Background: an optimization exercise with open tools, aiming at small area, a short achievable clock period and few clock cycles per item. Do not read the settings as production practice. Where RTL was checked, it was by simulation tests only, not by an equivalence proof against the original. Power figures rest on the tool's default switching activity, not on a simulated workload.

## preemptive_priority_scheduler
module preemptive_priority_scheduler (
   input  logic                        clock,
   input  logic                        reset,
   input  logic                        req_valid,
   output logic                        req_ready,
   input  logic                        req_opcode,
   input  logic [pps_pkg::SLOTF_W-1:0] req_slot,
   input  logic [pps_pkg::TIME_W-1:0]  req_arrival_time,
   input  logic [pps_pkg::TIME_W-1:0]  req_burst_time,
   input  logic [pps_pkg::PRIO_W-1:0]  req_priority,
   output logic                        rsp_valid,
   input  logic                        rsp_ready,
   output logic                        rsp_ran,
   output logic [pps_pkg::SLOTF_W-1:0] rsp_ran_slot,
   output logic                        rsp_new_slice,
   output logic [pps_pkg::TIME_W-1:0]  rsp_slice_time,
   output logic                        rsp_finished,
   output logic [pps_pkg::TIME_W-1:0]  rsp_completion_time,
   output logic [pps_pkg::TIME_W-1:0]  rsp_turnaround,
   output logic [pps_pkg::TIME_W-1:0]  rsp_waiting,
   output logic [pps_pkg::SUM_W-1:0]   rsp_waiting_sum,
   output logic [pps_pkg::SUM_W-1:0]   rsp_turnaround_sum,
   output logic                        rsp_all_done,
   input  logic                        csr_wr_en,
   input  logic [pps_pkg::FCNT_W-1:0]  csr_wr_data
);
Size in the first run: ~4500 cells after synthesis, about 170 I/O pins, ~61000 sq um of cells after synthesis.
clock: 6.0 ns
lec_check: 0
cap_margin: 20
core_margin: 2
core_utilization: 55
cts_cluster_diameter: 80
cts_cluster_size: 22
setup_slack_margin: 3.0
slew_margin: 20
standard.sh (not shown) runs the stock make flow with config.mk's settings and CLKGATE_MAP_FILE= SYNTH_SCRIPT=/design/flow/synth_recipe.tcl, a recipe that flattens the netlist after the stock synthesis.
==> flow/flow/run.sh <==
#!/bin/bash
# Own layout flow: the standard flow (standard synthesis unchanged), with plain
# buf_4 cells as the input and output port buffers instead of the default choice.
# make's full output goes to flow_make.log in the work folder; ORFS keeps each step's
# log under orfs/logs/.
set -euo pipefail
bash standard.sh "BUFFER_PORTS_ARGS=-buffer_cell sky130_fd_sc_hd__buf_4" finish > flow_make.log 2>&1
The first run went through all stages and came out clean.
Testbench counts at the start, summed over its fixed seeds: cycles 16,096, items 16,072.
Change:
CORE_UTILIZATION = 40   (was 55)
Effect: Global-route usage came out lower by 11 points; routed wire length goes down by 0.79%; clock skew goes up by 0.0058 ns; synthesized area does not change; sequential power stays flat; sequential cell count stays the same; first-iteration DRC count decreases by 1.2%; non-clock buffer count fell by 22.

Another version of the RTL of preemptive_priority_scheduler (not shown whole).
For scale: about 4600 cells after synthesis, roughly 1300 flip-flops, roughly 170 I/O pins, ~60000 um2 of cells after synthesis.
Design preemptive_priority_scheduler, start of the top module:
module preemptive_priority_scheduler (
   input  logic                        clock,
   input  logic                        reset,
   input  logic                        req_valid,
   output logic                        req_ready,
   input  logic                        req_opcode,
   input  logic [pps_pkg::SLOTF_W-1:0] req_slot,
   input  logic [pps_pkg::TIME_W-1:0]  req_arrival_time,
   input  logic [pps_pkg::TIME_W-1:0]  req_burst_time,
   input  logic [pps_pkg::PRIO_W-1:0]  req_priority,
   output logic                        rsp_valid,
   input  logic                        rsp_ready,
   output logic                        rsp_ran,
   output logic [pps_pkg::SLOTF_W-1:0] rsp_ran_slot,
   output logic                        rsp_new_slice,
   output logic [pps_pkg::TIME_W-1:0]  rsp_slice_time,
   output logic                        rsp_finished,
   output logic [pps_pkg::TIME_W-1:0]  rsp_completion_time,
   output logic [pps_pkg::TIME_W-1:0]  rsp_turnaround,
   output logic [pps_pkg::TIME_W-1:0]  rsp_waiting,
   output logic [pps_pkg::SUM_W-1:0]   rsp_waiting_sum,
   output logic [pps_pkg::SUM_W-1:0]   rsp_turnaround_sum,
   output logic                        rsp_all_done,
   input  logic                        csr_wr_en,
   input  logic [pps_pkg::FCNT_W-1:0]  csr_wr_data
);
clock: 6.0 ns
lec_check: 0
abc_clock_period_in_ps: 2500
cap_margin: 20
core_margin: 2
core_utilization: 40
setup_slack_margin: 3.0
slew_margin: 20
run.sh (not shown) runs the stock make flow with config.mk's settings and CLKGATE_MAP_FILE= SYNTH_SCRIPT=/design/flow/synth_recipe.tcl, a recipe that flattens the netlist after the stock synthesis.
Stock flow here: none of the scripts above is used.
Edit:
Settings changed: SETUP_SLACK_MARGIN 3.0 to 3.5.
Effect: Setup slack got worse by 0.31 ns. Hold slack hardly moves. Design area rises by roughly a tenth. Clock skew rises by 0.0068 ns.
Function was not checked in any run of this note: the RTL went through the layout flow alone.

[what the ideal ports hide]
In the flow no input, the clock included, has a driving cell. The finished layouts below were timed again as built, in two steps. Step 1, drivers: a clkbuf_16 drives clock and a buf_2 each remaining input, both assumed. Step 2 moves the port delays by t, midway between the first and last clock arrival at a register: inputs arrive t later, outputs are due t later. That takes back most of the time a late clock gives input paths. a / b / c = no drivers / after step 1 / after step 2; a / b = the first two.
| run | t, ns | setup WS [ns] | hold slack, ns | pins driven straight from the clock port |
|---|---|---|---|---|
| the first run of note 1 | 0.768 | 2.675 / 2.640 / 2.064 | 0.427 / 0.427 / 0.427 | 1 |
| the second run of note 1 | 0.788 | 2.873 / 2.873 / 2.091 | 0.419 / 0.419 / 0.419 | 1 |
| the first run of note 2 | 0.863 | 2.354 / 2.354 / 1.778 | 0.416 / 0.416 / 0.416 | 1 |
| the second run of note 2 | 0.876 | 2.042 / 2.042 / 1.819 | 0.419 / 0.419 / 0.419 | 1 |
After both steps every run listed still meets setup and hold. For the second run of note 1, which loses most, drivers alone change the setup slack by 0.000 ns; drivers and shift together by -0.782 ns.
